Background: an optimization exercise with open tools, aiming at small area, a short achievable clock period and few clock cycles per item. Do not read the settings as production practice.
Only simulation tests tie the RTL to the original design; equivalence was not proved.
Power is estimated from default activity; no workload was simulated.

## pointer_motion_scaler_unit
module pointer_motion_scaler_unit (
  input  logic               clk,
  input  logic               rst,
  input  logic               ev_valid,
  output logic               ev_ready,
  input  logic               ev_func,
  input  logic [2:0]         ev_event_kind,
  input  logic signed [15:0] ev_motion_value,
  input  logic               ev_sync_flag,
  input  logic [2:0]         ev_action,
  output logic               res_valid,
  input  logic               res_ready,
  output logic signed [15:0] res_scaled_value,
  output logic               res_keep_event
);
  function automatic logic [1:0] q0tab(input logic [6:0] x);
    case (x)
      7'd0: q0tab = 2'd1;
      7'd1: q0tab = 2'd1;
      7'd2: q0tab = 2'd0;
      7'd3: q0tab = 2'd0;
      7'd4: q0tab = 2'd0;
      7'd5: q0tab = 2'd0;
      7'd6: q0tab = 2'd2;
      7'd7: q0tab = 2'd2;
      7'd8: q0tab = 2'd1;
      7'd9: q0tab = 2'd1;
      7'd10: q0tab = 2'd0;
      7'd11: q0tab = 2'd0;
      7'd12: q0tab = 2'd0;
      7'd13: q0tab = 2'd0;
      7'd14: q0tab = 2'd0;
      7'd15: q0tab = 2'd2;
      7'd16: q0tab = 2'd1;
      7'd17: q0tab = 2'd0;
      7'd18: q0tab = 2'd0;
      7'd19: q0tab = 2'd0;
      7'd20: q0tab = 2'd0;
  ...
For scale: ~47 I/O pins.
Settings: LEC_CHECK=0, ABC_AREA=1, CAP_MARGIN=20, CORE_MARGIN=2, CORE_UTILIZATION=40, SETUP_SLACK_MARGIN=5, SLEW_MARGIN=20; clock period 10.0 ns.
run.sh (not shown) runs the stock make flow with config.mk's settings and CLKGATE_MAP_FILE= SYNTH_SCRIPT=/design/flow/synth_recipe.tcl, a recipe that flattens the netlist after the stock synthesis.
Testbench counts at the start, summed over its fixed seeds: cycles 8,012, items 8,000.
Change:
--- a/flow/design.v
+++ b/flow/design.v
@@ -438,25 +438,26 @@
       for (int i = 0; i < 5; i++) add5oh[j] = add5oh[j] | (a[i] & b[(j - i + 5) % 5]);
     end
   endfunction
   logic [2:0]  mouse_level, scroll_level;
   logic        inv_h, inv_v;
   logic [1:0]  clow0, clow1, clow2, clow3;
-  logic [2:0]  cdig2, cdig3;    
+  logic [4:0]  cdig2, cdig3;
   logic        csgn0, csgn1, csgn2, csgn3;
   localparam logic [1:0] D1 = 2'd0, D3 = 2'd1, D5 = 2'd2, D20 = 2'd3;
   logic               r_valid, r_evt, r_kf, r_scale, r_sig, r_q0z, r_q0m1;
   logic [5:0]         r_ns;
   logic [2:0]         r_msel;   
   logic               r_lneg;   
   logic               r_clrm, r_clrs;
   logic [1:0]         r_axis, r_k, r_dcl;
   logic signed [15:0] r_v;
   logic              m_valid;
   logic [17:0]       m_a1;
-  logic [6:0]        m_h;
+  logic [6:0]        m_hb;
+  logic [5:0]        m_st;
   logic              m_d1, m_sig, m_kf;
   logic              o_valid;
   logic signed [15:0] o_value;
   logic              o_keep;
   logic o_free, r_adv, r_ld, accept, accept1;
   logic full_m, full_r, full_p;
@@ -622,20 +623,19 @@
   logic [2:0] ls;
   logic [1:0] nlow;
   logic       k1;
   logic [4:0] cd5, s5;
   logic [2:0] cd3, s3;
   logic [4:0] ndig;
-  logic [2:0] ndigb;
   logic       w5, w3, wrap, nz, nneg, nsg;
   always_comb begin
     case (r_axis)
       2'd0:    begin clow = clow0; cdig = 5'b00001; csgn = csgn0; end
       2'd1:    begin clow = clow1; cdig = 5'b00001; csgn = csgn1; end
-      2'd2:    begin clow = clow2; cdig = 5'b00001 << cdig2; csgn = csgn2; end
-      default: begin clow = clow3; cdig = 5'b00001 << cdig3; csgn = csgn3; end
+      2'd2:    begin clow = clow2; cdig = cdig2;    csgn = csgn2; end
+      default: begin clow = clow3; cdig = cdig3;    csgn = csgn3; end
     endcase
     ls = 3'(low) + 3'(clow);
     case (k)
       2'd1:    begin k1 = low[0] & clow[0]; nlow = {1'b0, low[0] ^ clow[0]}; end
       2'd2:    begin k1 = ls[2]; nlow = ls[1:0]; end
       default: begin k1 = 1'b0;  nlow = 2'd0; end
@@ -651,13 +651,12 @@
     w3  = (k1 & cdig[2]) | (r[1] & cd3[2]) | (r[2] & cd3[1]) | (r[2] & cd3[2]);
     case (dcl)
       D3:      begin ndig = {2'b00, s3}; wrap = w3; end
       D5, D20: begin ndig = s5;          wrap = w5; end
       default: begin ndig = 5'b00001;    wrap = k1; end
     endcase
-    ndigb = {ndig[4], ndig[3] | ndig[2], ndig[3] | ndig[1]};
     nz   = (nlow != 2'd0) || !ndig[0];
     nneg = q0m2 || (q0m1 && !(wrap && !csgn)) || (q0z && csgn && !wrap);
     nsg  = nneg && nz;
   end
   logic [6:0] hb;
   logic [5:0] st;
@@ -674,48 +673,49 @@
       default: st = am1 ?  6'sd15 : ap1 ? -6'sd15 : ap2 ? -6'sd30 : 6'sd0;
     endcase
   end
   always_ff @(posedge clk) begin
     if (rst) begin
       clow0 <= '0; clow1 <= '0; clow2 <= '0; clow3 <= '0;
-      cdig2 <= 3'd0; cdig3 <= 3'd0;
+      cdig2 <= 5'b00001; cdig3 <= 5'b00001;
       csgn0 <= 1'b0; csgn1 <= 1'b0; csgn2 <= 1'b0; csgn3 <= 1'b0;
     end else if (accept1) begin
       if (r_clrm) begin
         clow0 <= '0; clow1 <= '0; csgn0 <= 1'b0; csgn1 <= 1'b0;
       end
       if (r_clrs) begin
         clow2 <= '0; clow3 <= '0; csgn2 <= 1'b0; csgn3 <= 1'b0;
-        cdig2 <= 3'd0; cdig3 <= 3'd0;
+        cdig2 <= 5'b00001; cdig3 <= 5'b00001;
       end
       if (r_evt && r_scale) begin
         case (r_axis)
           2'd0: begin clow0 <= nlow; csgn0 <= nsg; end
           2'd1: begin clow1 <= nlow; csgn1 <= nsg; end
-          2'd2: begin clow2 <= nlow; cdig2 <= ndigb; csgn2 <= nsg; end
-          default: begin clow3 <= nlow; cdig3 <= ndigb; csgn3 <= nsg; end
+          2'd2: begin clow2 <= nlow; cdig2 <= ndig; csgn2 <= nsg; end
+          default: begin clow3 <= nlow; cdig3 <= ndig; csgn3 <= nsg; end
         endcase
       end
     end
   end
   always_ff @(posedge clk) begin
     if (rst) m_valid <= 1'b0;
     else if (r_adv) m_valid <= r_valid && r_evt;
     if (r_adv) begin
       m_a1   <= z ^ {18{nu}};
-      m_h    <= hb + {st[5], st};
+      m_hb   <= hb;
+      m_st   <= st;
       m_d1   <= !chain;
       m_sig  <= sig;
       m_kf   <= r_kf;
     end
   end
   logic [17:0] sa;
   logic [14:0] sb;
   logic signed [15:0] ys;
   always_comb begin
-    sa = m_a1 + {{11{m_h[6]}}, m_h};
+    sa = m_a1 + {{11{m_hb[6]}}, m_hb} + {{12{m_st[5]}}, m_st};
     sb = sa[14:0] + (sa[14:0] << 4);
     if (!sa[17] && sa[16:15] != 2'b00)       ys = 16'sh7fff;
     else if (sa[17] && sa[16:15] != 2'b11)   ys = m_sig ? 16'sh8001 : 16'sh8000;
     else if (m_sig && sa[15:0] == 16'h8000)  ys = 16'sh8001;
     else                                     ys = sa[15:0];
   end
Effect: Area after synthesis is higher by 3.4%. Routed wire length is lower by 5.1%. Sequential power goes up by 3.8%. Sequential share of layout area increases by 1.1 points. Worst setup slack improves by 0.027 ns. Critical path depth is lower by 7. Global-route usage fell by 1.3 points. Clock power goes up by 7.7%. Via count falls by 1.7%. Cell area grows by 1.8%. Fmax came out higher by 0.56%. Power came out higher by 0.61%. Flip-flop and latch count went up by 8. Core utilization falls by 0.65 points.
Testbench counts after the change, summed over its fixed seeds: cycles 8,012, items 8,000.

separate check: timing with driven ports:
The results above use ideal ports. As a check the final layouts listed here were re-extracted and re-timed, cells and wires unchanged.
Step 1 assumes that a clkbuf_16 drives the clock port and a buf_2 every other input.
Step 2 also shifts input and output timing later by t, the mid clock arrival at the registers, as if the neighbouring blocks saw the same clock.
Three values: no drivers, after step 1, after step 2; two values: the first two.
run	t, ns	slack for setup (ns)	pins driven straight from the clock port
the first run	0.446	5.076 / 5.092 / 4.651	1
the second run	0.468	5.104 / 5.081 / 4.750	1
After both steps setup and hold are still met in every run listed. For the first run, which loses most, drivers alone change the setup slack by +0.016 ns; drivers and shift together by -0.425 ns.
